What follows belongs to an exercise in optimizing a design on an open flow for small area; a production flow would make more cautious choices.
Only simulation tests tie the RTL to the original design; equivalence was not proved.
Power and IR drop assume default switching activity. The clock port is modelled as an ideal driver; clocking choices that lean on that would not hold on a real chip.

==> flow/design.v <==
package dmem_pkg;
  localparam int WBUF_DEPTH_DEFAULT = 4;
endpackage
module wbuf_fifo #(
  parameter int DEPTH = 4,
  parameter int AW    = 6
) (
  input  logic          clk,
  input  logic          reset,
  input  logic          par,
  input  logic          push,
  input  logic          pop,
  input  logic [AW-1:0] push_addr,
  input  logic [31:0]   push_data,
  output logic [3:0]    hit_sel,
  output logic [31:0]   ent_q0,
  output logic [31:0]   ent_q1,
  output logic [31:0]   ent_q2,
  output logic [31:0]   ent_q3,
  output logic [AW-1:0] head_addr,
  output logic [31:0]   retire_q,
  output logic [2:0]    count,
  output logic          full,
  output logic          empty
);
  logic [3:0][AW-1:0] ent_addr;
  logic [3:0][31:0]   ent_q;
  logic [1:0]         head;
  logic [1:0]         tail;
  logic [3:0]         live;
  logic [3:0]         match;
  logic [3:0]         ent_we;
  assign full  = count[2];
  assign empty = (count == 3'd0);
  always_comb begin
    for (int k = 0; k < 4; k++) begin
      match[k]   = (ent_addr[k] == push_addr);
      hit_sel[k] = live[k] && match[k];
      ent_we[k]  = !reset && push && tail == 2'(k);
    end
  end
  assign ent_q0    = ent_q[0];
  assign ent_q1    = ent_q[1];
  assign ent_q2    = ent_q[2];
  assign ent_q3    = ent_q[3];
  assign head_addr = ent_addr[head];
  assign retire_q  = ent_q[head];
  always_ff @(posedge clk) begin
    if (reset) begin
      head  <= '0;
      tail  <= '0;
      count <= '0;
      live  <= '0;
    end else begin
      if (push) tail <= tail + 1'b1;
      if (pop)  head <= head + 1'b1;
      count <= count + 3'(push) - 3'(pop);
      for (int k = 0; k < 4; k++) begin
        if (push && 2'(k) == tail)     live[k] <= 1'b1;
        else if (pop && 2'(k) == head) live[k] <= 1'b0;
        else if (push && match[k])     live[k] <= 1'b0;
      end
    end
  end
  for (genvar k = 0; k < 4; k++) begin : g_ent
    always_ff @(posedge clk) begin
      if (ent_we[k]) ent_addr[k] <= push_addr;
    end
  end
  always_ff @(posedge clk) begin
    for (int k = 0; k < 4; k++) begin
      ent_q[k] <= ent_we[k] ? (push_data ^ {32{~par}}) : ~ent_q[k];
    end
  end
endmodule
module dmem_wbuf #(
  parameter int    DEPTH     = 4,
  parameter int    AW        = 6,
  parameter        INIT_FILE = ""
) (
  input  logic                     clk,
  input  logic                     reset,
  input  logic                     memwrite,
  input  logic [31:0]              a,
  input  logic [31:0]              wd,
  output logic [31:0]              rd,
  output logic [$clog2(DEPTH):0]   count,
  output logic                     full,
  output logic                     empty
);
  logic [63:0][31:0] mem_q;
  logic              par;
  logic [5:0]        word;
  logic              retire;
  logic [3:0]        hit_sel;
  logic [31:0]       ent_q0, ent_q1, ent_q2, ent_q3;
  logic [5:0]        head_addr;
  logic [31:0]       retire_q;
  logic [63:0]       mem_we;
  logic [63:0]       rsel_n;
  logic [31:0]       mem_rd;
  logic [31:0]       fwd_rd;
  assign word = a[7:2];
  assign retire = memwrite ? full : !empty;
  always_ff @(posedge clk) par <= ~par;
  wbuf_fifo #(.DEPTH(4), .AW(6)) u_fifo (
    .clk       (clk),
    .reset     (reset),
    .par       (par),
    .push      (memwrite),
    .pop       (retire),
    .push_addr (word),
    .push_data (wd),
    .hit_sel   (hit_sel),
    .ent_q0    (ent_q0),
    .ent_q1    (ent_q1),
    .ent_q2    (ent_q2),
    .ent_q3    (ent_q3),
    .head_addr (head_addr),
    .retire_q  (retire_q),
    .count     (count),
    .full      (full),
    .empty     (empty)
  );
  always_comb begin
    for (int i = 0; i < 64; i++) mem_we[i] = !reset && retire && head_addr == 6'(i);
  end
  always_ff @(posedge clk) begin
    for (int i = 0; i < 64; i++) begin
      mem_q[i] <= mem_we[i] ? ~retire_q : ~mem_q[i];
    end
  end
  always_comb begin
    for (int i = 0; i < 64; i++) rsel_n[i] = (word != 6'(i));
    mem_rd = '1;
    for (int i = 0; i < 64; i++) mem_rd = mem_rd & ({32{rsel_n[i]}} | mem_q[i]);
  end
  assign fwd_rd = ({32{!hit_sel[0]}} | ent_q0) & ({32{!hit_sel[1]}} | ent_q1)
                & ({32{!hit_sel[2]}} | ent_q2) & ({32{!hit_sel[3]}} | ent_q3);
  assign rd = ((mem_rd | {32{hit_sel != 4'd0}}) & fwd_rd) ^ {32{par}};
endmodule
==> flow/flow/run.sh <==
#!/bin/bash
# Own layout flow: the standard synthesis, then the combinational logic rebuilt
# around its registers (gen_netlist.py + map_hybrid.sh), then ORFS from floorplan on.
set -euo pipefail
HERE=$(pwd)
R=$HERE/orfs/results/sky130hd/dmem_wbuf/base
LIB=$FLOW_HOME/platforms/sky130hd/lib/sky130_fd_sc_hd__tt_025C_1v80.lib

bash standard.sh synth > synth_std.log 2>&1
cp $R/1_2_yosys.v $HERE/std_synth.v
python3 flow/gen_netlist.py $HERE/std_synth.v $HERE/hybrid.v $LIB > gen_netlist.log 2>&1
bash flow/map_hybrid.sh $HERE/hybrid.v $HERE/mapped.v $HERE/map_hybrid.log
cp $HERE/mapped.v $R/1_2_yosys.v
rm -f $R/1_synth.odb $R/1_synth.sdc

# Layout settings, one VAR=value per line (values may hold spaces).
KNOBS=()
while IFS= read -r line; do
  [[ -z "$line" || "$line" == \#* ]] && continue
  KNOBS+=("${line//@FLOW@/$HERE/flow}")
done < flow/knobs.txt
bash standard.sh "${KNOBS[@]}" finish > layout.log 2>&1
==> flow/flow/gen_netlist.py <==
#!/usr/bin/env python3
"""Rebuild the combinational logic of dmem_wbuf around the registers of the
standard synthesis.

usage: gen_netlist.py SYNTH_NETLIST OUT_HYBRID_V

Reads the standard synthesis netlist (1_2_yosys.v), keeps every register
instance (name and cell type) and writes a Verilog module in which:
  * the registers are the same instances, wired to new nets,
  * the regular datapath (memory read mux, forwarding, compare, retire data
    mux, write-enable decode) is written as explicit sky130 cells,
  * the small control logic (pointers, count, live bits, entry write enables)
    is left as plain assigns for yosys/abc to map.
The function of every register input and every output equals the RTL's.
"""
import re
import sys

P = "sky130_fd_sc_hd__"

src, dst = sys.argv[1], sys.argv[2]
text = open(src).read()

inst_re = re.compile(r"^\s*" + P + r"(e?dfxtp_\d+)\s+(\\\S+|\w+)\s*\(", re.M)
flops = {}
for m in inst_re.finditer(text):
    cell, name = m.group(1), m.group(2)
    flops[name] = cell


def strip(n):
    n = n[1:] if n.startswith("\\") else n
    return n.split("$")[0]


role = {}
for name, cell in flops.items():
    s = strip(name)
    m = re.fullmatch(r"mem_q\[(\d+)\]", s)
    if m:
        n = int(m.group(1))
        role[("mem", n // 32, n % 32)] = (name, cell)
        continue
    if s == "par":
        role[("par",)] = (name, cell)
        continue
    m = re.fullmatch(r"u_fifo\.ent_addr\[(\d+)\]", s)
    if m:
        n = int(m.group(1))
        role[("ea", n // 6, n % 6)] = (name, cell)
        continue
    m = re.fullmatch(r"u_fifo\.ent_q\[(\d+)\]", s)
    if m:
        n = int(m.group(1))
        role[("ed", n // 32, n % 32)] = (name, cell)
        continue
    m = re.fullmatch(r"u_fifo\.(count|head|tail|live)\[(\d+)\]", s)
    if m:
        role[(m.group(1), int(m.group(2)))] = (name, cell)
        continue
    raise SystemExit(f"unknown register {name}")

expect = 64 * 32 + 4 * 6 + 4 * 32 + 3 + 2 + 2 + 4 + 1
if len(role) != expect:
    raise SystemExit(f"expected {expect} registers, found {len(role)}")

out = []
wires = set()
gid = [0]


def w(n):
    wires.add(n)
    return n


def g(cell, name=None, **pins):
    gid[0] += 1
    conn = ", ".join(f".{p}({v})" for p, v in pins.items())
    out.append(f"  {P}{cell} {name or 'g%d' % gid[0]} ({conn});")


def ff(key, d, q, de=None):
    name, cell = role[key]
    pins = f".CLK(clk), .D({d}), "
    if cell.startswith("edfxtp"):
        assert de is not None
        pins += f".DE({de}), "
    else:
        assert de is None
    out.append(f"  {P}{cell} {name} ({pins}.Q({q}));")


# ---------------------------------------------------------------- registers
# Memory and entry data bits are plain flip-flops that either invert (not
# written) or take !dn (written): D = o22ai(Q, W, dn, K) = W ? !dn : !Q, K = !W.
for i in range(64):
    for b in range(32):
        d = w(f"mdn_{i}_{b}")
        ff(("mem", i, b), d, w(f"mq_{i}_{b}"))
        g("o22ai_1", A1=f"mq_{i}_{b}", A2=w(f"wW_{i}"), B1=w(f"rdat_{b}"), B2=w(f"wK_{i}"), Y=d)
for k in range(4):
    for j in range(6):
        ff(("ea", k, j), f"a[{j + 2}]", w(f"eaq_{k}_{j}"), w(f"ewe_{k}"))
    for b in range(32):
        d = w(f"edn_{k}_{b}")
        ff(("ed", k, b), d, w(f"edq_{k}_{b}"))
        g("o22ai_1", A1=f"edq_{k}_{b}", A2=f"ewe_{k}", B1=w(f"wdx_{b}"), B2=w(f"eK_{k}"), Y=d)
for i in range(3):
    ff(("count", i), w(f"count_d_{i}"), w(f"cnt_{i}"))
for i in range(2):
    ff(("head", i), w(f"head_d_{i}"), w(f"hq_{i}"))
    ff(("tail", i), w(f"tail_d_{i}"), w(f"tq_{i}"))
for k in range(4):
    ff(("live", k), w(f"live_d_{k}"), w(f"lq_{k}"))
ff(("par",), w("par_d"), w("par"))
g("inv_1", A="par", Y="par_d")
# par feeds the write-data and read-data decoders through two buffers
g("buf_4", A="par", X=w("par_w"))
g("buf_4", A="par", X=w("par_r"))
for b in range(32):
    g("xor2_1", A=f"wd[{b}]", B="par_w", X=f"wdx_{b}")
for k in range(4):
    g("inv_2", A=f"ewe_{k}", Y=f"eK_{k}")

# ---------------------------------------------------------------- read select
# Predecode a[4:2] and a[7:5] into active-low one-hot lines; the active-low word
# select is the OR of one line from each group (or2_2 drives the 32 read gates).
for j in range(2, 8):
    g("inv_1", A=f"a[{j}]", Y=w(f"an_{j}"))


def tlit(j, bit):
    # true literal for a NAND-based decode
    return f"a[{j}]" if bit else f"an_{j}"


for v in range(8):
    g("nand3_2", A=tlit(2, v & 1), B=tlit(3, (v >> 1) & 1), C=tlit(4, (v >> 2) & 1), Y=w(f"pln_{v}"))
    g("nand3_2", A=tlit(5, v & 1), B=tlit(6, (v >> 1) & 1), C=tlit(7, (v >> 2) & 1), Y=w(f"phn_{v}"))
for i in range(64):
    g("or2_4", name=f"wl_rs_{i}", A=f"pln_{i % 8}", B=f"phn_{i // 8}", X=w(f"rsn_{i}"))

# ---------------------------------------------------------------- compare / hit
# hsn_k = !(live_k & entry k's word == a[7:2]); nohit = all hsn high.
for k in range(4):
    # x_k_0..3 are mismatches (xor), x_k_4..5 are matches (xnor)
    for j in range(6):
        if j < 4:
            g("xor2_1", A=f"eaq_{k}_{j}", B=f"a[{j + 2}]", X=w(f"x_{k}_{j}"))
        else:
            g("xnor2_1", A=f"eaq_{k}_{j}", B=f"a[{j + 2}]", Y=w(f"x_{k}_{j}"))
    g("nor4_1", A=f"x_{k}_0", B=f"x_{k}_1", C=f"x_{k}_2", D=f"x_{k}_3", Y=w(f"m1_{k}"))
    g("nand3_1", A=f"lq_{k}", B=f"x_{k}_4", C=f"x_{k}_5", Y=w(f"m2n_{k}"))
    # hsn = m2n | !m1
    g("nand2b_2", A_N=f"m2n_{k}", B=f"m1_{k}", Y=w(f"hsn_{k}"))
g("and4_2", A="hsn_0", B="hsn_1", C="hsn_2", D="hsn_3", X=w("nohit"))

# ---------------------------------------------------------------- read data
for b in range(32):
    us = []
    for p in range(32):
        i0, i1 = 2 * p, 2 * p + 1
        u = w(f"u_{b}_{p}")
        g("o22ai_1", A1=f"rsn_{i0}", A2=f"mq_{i0}_{b}", B1=f"rsn_{i1}", B2=f"mq_{i1}_{b}", Y=u)
        us.append(u)
    vs = []
    for q in range(8):
        v = w(f"v_{b}_{q}")
        g("nor4_1", A=us[4 * q], B=us[4 * q + 1], C=us[4 * q + 2], D=us[4 * q + 3], Y=v)
        vs.append(v)
    ws = []
    for r in range(2):
        x = w(f"w_{b}_{r}")
        g("nand4_1", A=vs[4 * r], B=vs[4 * r + 1], C=vs[4 * r + 2], D=vs[4 * r + 3], Y=x)
        ws.append(x)
    g("o21a_1", A1=ws[0], A2=ws[1], B1="nohit", X=w(f"mk_{b}"))
    g("o22ai_1", A1="hsn_0", A2=f"edq_0_{b}", B1="hsn_1", B2=f"edq_1_{b}", Y=w(f"f0_{b}"))
    g("o22ai_1", A1="hsn_2", A2=f"edq_2_{b}", B1="hsn_3", B2=f"edq_3_{b}", Y=w(f"f1_{b}"))
    g("nor3_1", A=f"mk_{b}", B=f"f0_{b}", C=f"f1_{b}", Y=w(f"rde_{b}"))
    g("xor2_1", A=f"rde_{b}", B="par_r", X=f"rd[{b}]")

# ---------------------------------------------------------------- retire data
# 4:1 muxes on the head pointer (buffered, it selects 38 muxes).
g("buf_4", A="hq_0", X=w("hs_0"))
g("buf_4", A="hq_1", X=w("hs_1"))
for b in range(32):
    g("mux4_2", A0=f"edq_0_{b}", A1=f"edq_1_{b}", A2=f"edq_2_{b}", A3=f"edq_3_{b}", S0="hs_0", S1="hs_1",
      X=w(f"rdat_{b}"))
for j in range(6):
    g("mux4_2", A0=f"eaq_0_{j}", A1=f"eaq_1_{j}", A2=f"eaq_2_{j}", A3=f"eaq_3_{j}", S0="hs_0", S1="hs_1",
      X=w(f"ha_{j}"))

# ---------------------------------------------------------------- write enables
# we_i = wen & head_addr == i, wen = !reset & retire.
for j in range(6):
    g("inv_1", A=f"ha_{j}", Y=w(f"han_{j}"))


def clit(j, bit):
    # complement literal, for a NOR-based decode
    return f"han_{j}" if bit else f"ha_{j}"


for v in range(8):
    g("nor3_1", A=clit(0, v & 1), B=clit(1, (v >> 1) & 1), C=clit(2, (v >> 2) & 1), Y=w(f"ql_{v}"))
    g("nor4_1", A=clit(3, v & 1), B=clit(4, (v >> 1) & 1), C=clit(5, (v >> 2) & 1), D="wenn",
      Y=w(f"qh_{v}"))
for i in range(64):
    g("and2_2", name=f"wl_we_{i}", A=f"ql_{i % 8}", B=f"qh_{i // 8}", X=f"wW_{i}")
    g("inv_2", name=f"wl_wk_{i}", A=f"wW_{i}", Y=f"wK_{i}")

# entry write enables, buffered for their 38 loads
for k in range(4):
    g("buf_4", A=f"ewe_pre_{k}", X=f"ewe_{k}")

# ---------------------------------------------------------------- control (mapped by yosys)
ctl = """
  wire [2:0] cnt = {cnt_2, cnt_1, cnt_0};
  wire [1:0] hq = {hq_1, hq_0};
  wire [1:0] tq = {tq_1, tq_0};
  wire [3:0] lq = {lq_3, lq_2, lq_1, lq_0};
  wire [3:0] match;
  wire pop = memwrite ? cnt_2 : (cnt != 3'd0);
  assign wenn = !(!reset && pop);
  wire [2:0] cnt_n = cnt + {2'b00, memwrite} - {2'b00, pop};
  wire [1:0] hq_n = hq + {1'b0, pop};
  wire [1:0] tq_n = tq + {1'b0, memwrite};
  assign {count_d_2, count_d_1, count_d_0} = reset ? 3'd0 : cnt_n;
  assign {head_d_1, head_d_0} = reset ? 2'd0 : hq_n;
  assign {tail_d_1, tail_d_0} = reset ? 2'd0 : tq_n;
  assign ewe_pre_0 = !reset && memwrite && tq == 2'd0;
  assign ewe_pre_1 = !reset && memwrite && tq == 2'd1;
  assign ewe_pre_2 = !reset && memwrite && tq == 2'd2;
  assign ewe_pre_3 = !reset && memwrite && tq == 2'd3;
  assign match[0] = m1_0 && x_0_4 && x_0_5;
  assign match[1] = m1_1 && x_1_4 && x_1_5;
  assign match[2] = m1_2 && x_2_4 && x_2_5;
  assign match[3] = m1_3 && x_3_4 && x_3_5;
  assign live_d_0 = !reset && (memwrite && tq == 2'd0 ? 1'b1 : pop && hq == 2'd0 ? 1'b0 : memwrite && match[0] ? 1'b0 : lq[0]);
  assign live_d_1 = !reset && (memwrite && tq == 2'd1 ? 1'b1 : pop && hq == 2'd1 ? 1'b0 : memwrite && match[1] ? 1'b0 : lq[1]);
  assign live_d_2 = !reset && (memwrite && tq == 2'd2 ? 1'b1 : pop && hq == 2'd2 ? 1'b0 : memwrite && match[2] ? 1'b0 : lq[2]);
  assign live_d_3 = !reset && (memwrite && tq == 2'd3 ? 1'b1 : pop && hq == 2'd3 ? 1'b0 : memwrite && match[3] ? 1'b0 : lq[3]);
  assign count = cnt;
  assign full = cnt_2;
  assign empty = (cnt == 3'd0);
"""
for n in ["wenn", "ewe_pre_0", "ewe_pre_1", "ewe_pre_2", "ewe_pre_3"]:
    wires.add(n)

# Check every gate's pin names against the liberty file.
lib = open(sys.argv[3]).read() if len(sys.argv) > 3 else None
if lib:
    pins_of = {}
    for m in re.finditer(r'cell \("(\w+)"\)(.*?)(?=\n    cell \(|\Z)', lib, re.S):
        pins_of[m.group(1)] = set(re.findall(r'pin \("(\w+)"\)', m.group(2)))
    for line in out:
        m = re.match(r"\s*(\S+)\s", line)
        cell = m.group(1)
        used = set(re.findall(r"\.(\w+)\(", line))
        if not used <= pins_of[cell]:
            raise SystemExit(f"bad pins {used - pins_of[cell]} on {cell}")

hdr = """module dmem_wbuf(clk, reset, memwrite, a, wd, rd, count, full, empty);
  input clk;
  input reset;
  input memwrite;
  input [31:0] a;
  input [31:0] wd;
  output [31:0] rd;
  output [2:0] count;
  output full;
  output empty;
"""
with open(dst, "w") as f:
    f.write(hdr)
    for n in sorted(wires):
        f.write(f"  wire {n};\n")
    f.write(ctl)
    f.write("\n".join(out))
    f.write("\nendmodule\n")
print(f"{len(role)} registers, {gid[0]} gates")
==> flow/flow/knobs.txt <==
# ORFS settings for the layout steps after synthesis (@FLOW@ is this folder)
GPL_TIMING_DRIVEN=0
CAP_MARGIN=15
SLEW_MARGIN=15
CTS_ARGS=-sink_clustering_enable -repair_clock_nets -buf_list sky130_fd_sc_hd__clkbuf_16 -sink_clustering_size 35 -sink_clustering_max_diameter 60 -root_buf sky130_fd_sc_hd__clkbuf_8 -dont_use_dummy_load
PRE_GLOBAL_PLACE_SKIP_IO_TCL=@FLOW@/place_array.tcl
POST_GLOBAL_PLACE_TCL=@FLOW@/unfix_array.tcl
ARRAY_LEFT_W=41.4
ARRAY_PITCH=13.8
ARRAY_FIFO_ROW0=1
ARRAY_MEM_ROW0=6
ARRAY_GROUP=8
PLACE_DENSITY=0.92
GLOBAL_PLACEMENT_ARGS=-overflow 0.2
MATCH_CELL_FOOTPRINT=0
DONT_BUFFER_PORTS=1
PRE_GLOBAL_PLACE_TCL=@FLOW@/ports.tcl
SETUP_SLACK_MARGIN=0.15
==> flow/flow/map_hybrid.sh <==
#!/bin/bash
# usage: map_hybrid.sh HYBRID_V OUT_V LOG   (maps the plain-assign control logic with yosys/abc)
set -euo pipefail
LIB=${FLOW_HOME:-/OpenROAD-flow-scripts/flow}/platforms/sky130hd/lib/sky130_fd_sc_hd__tt_025C_1v80.lib
DU=""
for c in sky130_fd_sc_hd__probe_p_8 sky130_fd_sc_hd__probec_p_8 sky130_fd_sc_hd__lpflow_*; do DU="$DU -dont_use $c"; done
YOSYS=${YOSYS_EXE:-$(command -v yosys || echo "${FLOW_HOME:-/OpenROAD-flow-scripts/flow}/../tools/install/yosys/bin/yosys")}
"$YOSYS" -q -l "$3" -p "read_liberty -lib $LIB; read_verilog $1; hierarchy -top dmem_wbuf; proc; opt; techmap; opt -purge; abc -liberty $LIB $DU; opt_clean -purge; setundef -zero; hilomap -singleton -hicell sky130_fd_sc_hd__conb_1 HI -locell sky130_fd_sc_hd__conb_1 LO; splitnets; opt_clean -purge; write_verilog -noattr -noexpr -nohex -nodec $2"
==> flow/flow/place_array.tcl <==
# Pre-placement of the registers as a regular array (sourced by ORFS as
# PRE_GLOBAL_PLACE_SKIP_IO_TCL, after the floorplan with its tap cells).
#
# Bit b of the memory and of the four buffer entries sits in column b; word i in
# row MEM_ROW0 + i (+ one spare row after every 8 words), the buffer entries in the
# rows below. The address entries and the control registers go to the region
# left of the columns. The registers are placed on legal sites clear of the tap
# cells and marked FIRM, so global placement puts the logic around them;
# unfix_array.tcl releases them afterwards.

namespace eval ::place_array {
  set block [ord::get_db_block]
  set core [$block getCoreArea]
  set cx0 [$core xMin]
  set cy0 [$core yMin]
  set cx1 [$core xMax]
  set cy1 [$core yMax]
  set dbu [$block getDbUnitsPerMicron]

  # Geometry, in um.
  set LEFT_W   [expr {$::env(ARRAY_LEFT_W)}]
  set PITCH    [expr {$::env(ARRAY_PITCH)}]
  set FIFO_ROW0 [expr {$::env(ARRAY_FIFO_ROW0)}]
  set MEM_ROW0 [expr {$::env(ARRAY_MEM_ROW0)}]
  set GROUP    [expr {$::env(ARRAY_GROUP)}]

  set site_w 0
  set row_h 0
  array set row_orient {}
  foreach row [$block getRows] {
    set bb [$row getBBox]
    set row_orient([$bb yMin]) [$row getOrient]
    set site_w [[$row getSite] getWidth]
    set row_h [[$row getSite] getHeight]
  }

  # Occupied site intervals per row: the tap cells.
  array set occ {}
  foreach inst [$block getInsts] {
    set m [$inst getMaster]
    if {[$m getType] eq "CORE_WELLTAP" || [string match "*tapvpwrvgnd*" [$m getName]]} {
      set bb [$inst getBBox]
      lappend occ([$bb yMin]) [list [$bb xMin] [$bb xMax]]
    }
  }

  proc free_at {y x w} {
    variable occ
    if {![info exists occ($y)]} { return 1 }
    foreach iv $occ($y) {
      if {$x < [lindex $iv 1] && [lindex $iv 0] < $x + $w} { return 0 }
    }
    return 1
  }

  proc put {inst tx_um row} {
    variable cx0; variable cy0; variable cx1; variable site_w; variable row_h; variable dbu; variable occ; variable row_orient
    set w [[$inst getMaster] getWidth]
    set y [expr {$cy0 + $row * $row_h}]
    set tx [expr {round($tx_um * $dbu)}]
    set s [expr {round(double($tx - $cx0) / $site_w)}]
    for {set d 0} {$d < 200} {incr d} {
      foreach sd [list $d [expr {-$d}]] {
        set x [expr {$cx0 + ($s + $sd) * $site_w}]
        if {$x < $cx0 || $x + $w > $cx1} { continue }
        if {[free_at $y $x $w]} {
          $inst setOrient $row_orient($y)
          $inst setLocation $x $y
          $inst setPlacementStatus FIRM
          lappend occ($y) [list $x [expr {$x + $w}]]
          return
        }
      }
    }
    error "no room for [$inst getName] near $tx_um in row $row"
  }

  proc mem_row {i} {
    variable MEM_ROW0; variable GROUP
    return [expr {$MEM_ROW0 + $i + $i / $GROUP}]
  }

  # Columns start right after a tap of the bottom row; a pitch of half the tap
  # period keeps every column clear of the taps in both row parities.
  set tap0 $cx1
  foreach iv $occ($cy0) { if {[lindex $iv 1] < $tap0} { set tap0 [lindex $iv 1] } }
  set x_first [expr {$tap0 / double($dbu)}]
  set x_cols [expr {$x_first + $LEFT_W}]
  set n 0
  set left {}
  foreach inst [$block getInsts] {
    set name [$inst getName]
    if {[regexp {^mem_q\\\[(\d+)\\\]} $name -> idx]} {
      set i [expr {$idx / 32}]
      set b [expr {$idx % 32}]
      put $inst [expr {$x_cols + $b * $PITCH}] [mem_row $i]
      incr n
    } elseif {[regexp {^u_fifo\.ent_q\\\[(\d+)\\\]} $name -> k]} {
      put $inst [expr {$x_cols + ($k % 32) * $PITCH}] [expr {$FIFO_ROW0 + $k / 32}]
      incr n
    } elseif {[regexp {^u_fifo\.ent_addr\\\[(\d+)\\\]} $name -> k]} {
      # entry k, bit j: a 2-wide block at the left, low rows
      set j [expr {$k % 6}]
      set e [expr {$k / 6}]
      put $inst [expr {$x_first + ($e % 2) * $PITCH}] [expr {$FIFO_ROW0 + ($e / 2) * 6 + $j}]
      incr n
    } elseif {[regexp {^u_fifo\.} $name] || [regexp {^par\$} $name]} {
      lappend left $inst
    }
  }
  set r [expr {$FIFO_ROW0 + 12}]
  foreach inst $left {
    put $inst $x_first $r
    incr r
    incr n
  }
  # Word-line drivers (read select, write enable and its complement) at the left
  # end of their word's row, next to the decoders.
  set nd 0
  foreach kind {rs we wk} off {9.5 5.5 2.0} {
    for {set i 0} {$i < 64} {incr i} {
      set inst [$block findInst "wl_${kind}_$i"]
      if {$inst eq "NULL"} { continue }
      put $inst [expr {$x_cols - $off}] [mem_row $i]
      incr nd
    }
  }
  puts "place_array: placed $nd word-line drivers"
  puts "place_array: placed $n registers"
}
==> flow/flow/ports.tcl <==
# Port buffers (sourced as PRE_GLOBAL_PLACE_TCL, in place of ORFS's own
# buffer_ports, which DONT_BUFFER_PORTS turns off): every input and output port
# gets a buffer. buf_1 for all, buf_4 for the word-address inputs a[7:2], which
# fan out to the decoders and the buffer's address compare.
buffer_ports -inputs -buffer_cell sky130_fd_sc_hd__buf_1
buffer_ports -outputs -buffer_cell sky130_fd_sc_hd__buf_1
set bigger [[ord::get_db] findMaster sky130_fd_sc_hd__buf_4]
foreach j {2 3 4 5 6 7} {
  set net [[ord::get_db_block] findNet "a\[$j\]"]
  if {$net eq "NULL"} { error "no net a\[$j\]" }
  foreach it [$net getITerms] {
    set inst [$it getInst]
    if {[[$inst getMaster] getName] eq "sky130_fd_sc_hd__buf_1"} {
      $inst swapMaster $bigger
    }
  }
}
==> flow/flow/unfix_array.tcl <==
# Releases the registers that place_array.tcl fixed (sourced as POST_GLOBAL_PLACE_TCL),
# so later steps may legalize and resize them like any other cell.
foreach inst [[ord::get_db_block] getInsts] {
  if {[$inst getPlacementStatus] eq "FIRM"} {
    $inst setPlacementStatus PLACED
  }
}
==> flow/standard.sh <==
#!/bin/bash
# synth_recipe.tcl (not shown) runs the flow's synth.tcl, then flattens the netlist and writes it again
# the make line also repeats each setting of config.mk as NAME=value (left out here)
make -C /OpenROAD-flow-scripts/flow DESIGN_CONFIG=/design/flow/config.mk WORK_HOME=/design/flow/orfs CLKGATE_MAP_FILE= SYNTH_SCRIPT=/design/flow/synth_recipe.tcl "${@:-finish}"
==> flow/config.mk <==
export PLATFORM = sky130hd
export DESIGN_NAME = dmem_wbuf
export DESIGN_NICKNAME = dmem_wbuf
export VERILOG_FILES = /design/flow/design.v
export SDC_FILE = /design/flow/constraint.sdc
export NUM_CORES = 8
export LEC_CHECK = 0
export CAP_MARGIN = 20
export CORE_AREA = 2.3 2.72 500.48 220.32
export DIE_AREA = 0 0 502.78 223.04
export SLEW_MARGIN = 20
==> flow/constraint.sdc <==
create_clock -name core_clock -period 6.0 [get_ports {clk}]
set_input_delay 1.2000 -clock core_clock [delete_from_list [all_inputs] [get_ports {clk}]]
set_output_delay 1.2000 -clock core_clock [all_outputs]
set_load 0.01 [all_outputs]
==> run summary <==
# TYPE chip_impl_metric gauge
chip_impl_metric{name="clkSlewWorstSetupHoldPaths",unit="ns"} 0.09
chip_impl_metric{name="start_util",unit=""} 0.655
chip_impl_info{name="timing.critical_path.cells",value="buf_4, xor2_1, nor4_1, nand2b_4, and4_2, o21a_1, nor3_1, xor2_1, buf_1"} 1
chip_impl_metric{name="grt_pass1_wl",unit="mm"} 303
chip_impl_metric{name="seq_power_share",unit=""} 0.640
chip_impl_metric{name="timing.clock.skew",unit="ns"} 0.0442
chip_impl_metric{name="num_io_pins",unit=""} 104
chip_impl_metric{name="power-per-cell-area",unit="mW/mm^2"} 359
chip_impl_metric{name="critical_path_required",unit="ns"} 4.80
chip_impl_metric{name="die_height",unit="um"} 223
chip_impl_info{name="cpLargestDelayFamily",value="simple AND/OR/NAND/NOR gates"} 1
chip_impl_metric{name="nNetsFinal",unit=""} 6516
chip_impl_metric{name="synth.cell_area",unit="sq mm"} 0.0710
chip_impl_metric{name="detail_route.iter0.violations",unit=""} 8793
chip_impl_metric{name="yosysWarnings",unit=""} 2
chip_impl_metric{name="ir_drop",unit="V"} 0.000213
chip_impl_metric{name="timing.critical_path.buf_inv",unit=""} 2
chip_impl_metric{name="route.detailed.wl_per_inst",unit="um"} 26.0
chip_impl_metric{name="swShare",unit=""} 0.257
chip_impl_metric{name="post-route-period-util",unit=""} 0.964
chip_impl_metric{name="post_synth_inst_count",unit=""} 6295
chip_impl_metric{name="cts_setup_buffers",unit=""} 0
chip_impl_metric{name="grt_antenna_before_repair",unit=""} 0
chip_impl_metric{name="worst_r2r_path_depth",unit=""} 6
chip_impl_metric{name="mappedNetlistNets",unit=""} 6362
chip_impl_metric{name="htree_levels",unit=""} 3
chip_impl_metric{name="tightest_slew",unit="ns"} 1.40
chip_impl_metric{name="cts_hold_repair.buffers",unit=""} 0
chip_impl_info{name="final_common_cell",value="o22ai_1"} 1
chip_impl_metric{name="io_buffers",unit=""} 77
chip_impl_metric{name="dieArea",unit="sq mm"} 0.112
chip_impl_metric{name="cts_sinks",unit=""} 2212
chip_impl_metric{name="firstDrtPassIters",unit=""} 6
chip_impl_metric{name="postRouteWirelength",unit="mm"} 206
chip_impl_metric{name="relSlewSlack",unit=""} 0.0587
chip_impl_metric{name="insertion_delay",unit="ns"} 0.90
chip_impl_info{name="critPathSlowestCell",value="nor4_1"} 1
chip_impl_metric{name="clock_power_share",unit=""} 0.222
chip_impl_info{name="timing.rr.start",value="u_fifo.head[0]"} 1
chip_impl_info{name="hold_path.class",value="register to register"} 1
chip_impl_metric{name="p_int",unit="W"} 0.0200
chip_impl_metric{name="static_leakage",unit="nW"} 27.8
chip_impl_metric{name="switching_power",unit="W"} 0.00694
chip_impl_metric{name="setup_viol_count_final",unit=""} 0
chip_impl_info{name="result_of_the_run",value="timing/DRC/antenna clean"} 1
chip_impl_metric{name="reg2reg_setup_slack",unit="ns"} 0.98
chip_impl_metric{name="dpl_worst_slack",unit="ns"} 0.260
chip_impl_info{name="r2r-end",value="mem_q[126]"} 1
chip_impl_metric{name="power.share.combinational",unit=""} 0.138
chip_impl_metric{name="route.detailed.drc",unit=""} 0
chip_impl_metric{name="cts.path.max_buffers",unit=""} 3
chip_impl_metric{name="numCtsBuffers",unit=""} 73
chip_impl_metric{name="period_minus_slack",unit="ns"} 5.79
chip_impl_metric{name="timing.critical_path.slowest_cell_delay",unit="ns"} 0.79
chip_impl_info{name="holdCritStartpoint",value="mem_q[480]"} 1
chip_impl_metric{name="max_cap_viol_count",unit=""} 0
chip_impl_metric{name="horiz_die_dim",unit="um"} 503
chip_impl_metric{name="viasPerCell",unit=""} 7.68
chip_impl_metric{name="final_layout_size_suffix_gt1_frac",unit=""} 0.0543
chip_impl_metric{name="placement_rows",unit=""} 80
chip_impl_metric{name="grt_usage",unit=""} 0.342
chip_impl_info{name="critPathKind",value="primary input to primary output"} 1
chip_impl_metric{name="whs_path_depth",unit=""} 1
chip_impl_info{name="final_cell_mix",value="o22ai_1, dfxtp_1, nor4_1"} 1
chip_impl_metric{name="worst_path_arrival",unit="ns"} 4.59
chip_impl_info{name="clock_tree_from_tritoncts",value="yes"} 1
chip_impl_metric{name="grt_max_degree",unit=""} 65
chip_impl_metric{name="hold_viol_final",unit=""} 0
chip_impl_info{name="holdPathEnd",value="mem_q[480]"} 1
chip_impl_metric{name="synthToLayoutAreaGrowth",unit="%"} 5.61
chip_impl_metric{name="grt_pass1_vias",unit=""} 48800
chip_impl_metric{name="grt-ovfl-total",unit=""} 0
chip_impl_metric{name="achievable-frequency",unit="GHz"} 0.173
chip_impl_metric{name="dp.final_hpwl",unit="mm"} 156
chip_impl_info{name="launching_element_type_of_the_critical_path",value="primary input"} 1
chip_impl_info{name="root_buffer",value="clkbuf_8"} 1
chip_impl_metric{name="synth.avg_cell_area",unit="sq um"} 11.3
chip_impl_metric{name="core_area",unit="sq mm"} 0.108
chip_impl_info{name="crit_path_end_kind",value="primary output"} 1
chip_impl_info{name="rsz0062_at_grt",value="false"} 1
chip_impl_metric{name="detail-route-antenna-nets",unit=""} 0
chip_impl_metric{name="drv_slew",unit=""} 0
chip_impl_metric{name="critPathMaxFanout",unit=""} 33
chip_impl_metric{name="worst_setup_slack_final",unit="ns"} 0.213
chip_impl_metric{name="path_depth",unit=""} 9
chip_impl_metric{name="ctsResizeCount",unit=""} 0
chip_impl_metric{name="via_count",unit=""} 60800
chip_impl_metric{name="layout.filler_cells",unit=""} 7294
chip_impl_metric{name="setup_total_negative_slack",unit="ns"} 0
chip_impl_info{name="cp_common_cell",value="xor2_1"} 1
-- layer usage --
metal	GRT usage	up-vias	part of all wire
met5	0	-	0
met4	0.0918	0	0.025
met3	0.0949	322	0.19
met2	0.364	5419	0.31
met1	0.617	27800	0.47
li1	-	27300	-
-- state kept, by name, summed over array words and instances, names as in the netlist --
register and count:
mem_q 2048, u_fifo.ent_q 128, u_fifo.ent_addr 24, u_fifo.live 4, u_fifo.count 3, u_fifo.head 2, u_fifo.tail 2, par 1
-- how the worst max path moves through the flow --
stage | start | slack (ns) | to
floorplan | a[2] | 1.62 | rd[0]
global placement | a[2] | 0.42 | rd[30]
detailed placement | a[2] | 0.26 | rd[30]
CTS | a[2] | 0.25 | rd[30]
global route | a[2] | 0.26 | rd[30]
finish | a[2] | 0.21 | rd[30]
-- final cells by class --
type / count / area, sq um / share of cell area
flip-flops and latches: 2212 / 44500 / 0.594
clock buffers: 73 / 1730 / 0.0230
diodes: 2 / 5.00 / 0.0000667
multi-input cells: 3991 / 26200 / 0.349
inverters: 84 / 315 / 0.00420
well taps: 1476 / 1850 / 0.0246
plain buffers: 8 / 60.1 / 0.000801
repair buffers: 79 / 352 / 0.00469
-- power by group through the flow --
| stage | clock (W) | combinational [W] | sequential, W |
|---|---|---|---|
| final | 0.00598 | 0.00373 | 0.0172 |
| after global placement | 0 | 0.00355 | 0.0175 |
| after detailed placement | 0 | 0.00366 | 0.0175 |
| after global routing | 0.00646 | 0.00395 | 0.0174 |
| after CTS | 0.00602 | 0.00365 | 0.0172 |
| after floorplan | 0 | 0.00284 | 0.0173 |
-- per-stage QoR --
step                utilization  std cells  instance area [sq um]  hold slack [ns]  total power (W)
floorplan                     -       6295                  71000            0.366           0.0202
global placement          0.675       7848                  73200            0.433           0.0210
detailed placement        0.675       7848                  73200            0.434           0.0212
CTS                       0.691       7921                  74900            0.460           0.0269
global route              0.692       7923                  75000            0.472           0.0278
finish                    0.692       7925                  75000            0.462           0.0270

-- static timing again, ports no longer ideal --
The results above use ideal ports. As a check the final layout listed here was re-extracted and re-timed, cells and wires unchanged. Step 1 (the two cells are an assumption about what drives the block):
set clk [get_ports {clk}]
set_driving_cell -lib_cell sky130_fd_sc_hd__clkbuf_16 $clk
set_driving_cell -lib_cell sky130_fd_sc_hd__buf_2 [delete_from_list [all_inputs] $clk]
Step 2, shift: input delay + t, output delay - t, t = (earliest + latest rising clock arrival at the registers) / 2. This alone moves slack from input paths to output paths. Slacks: ideal / step 1 / step 2; pairs: ideal / step 1.
t, ns: 0.929
slack for setup (ns): 0.213 / 0.192 / 0.192
worst slew at a driven data input, ns: 0.04
cell pins on the clock port's net: 1
After both steps this run still meets setup and hold. The setup slack of this run moves by -0.021 ns with the drivers and by -0.021 ns with both steps.
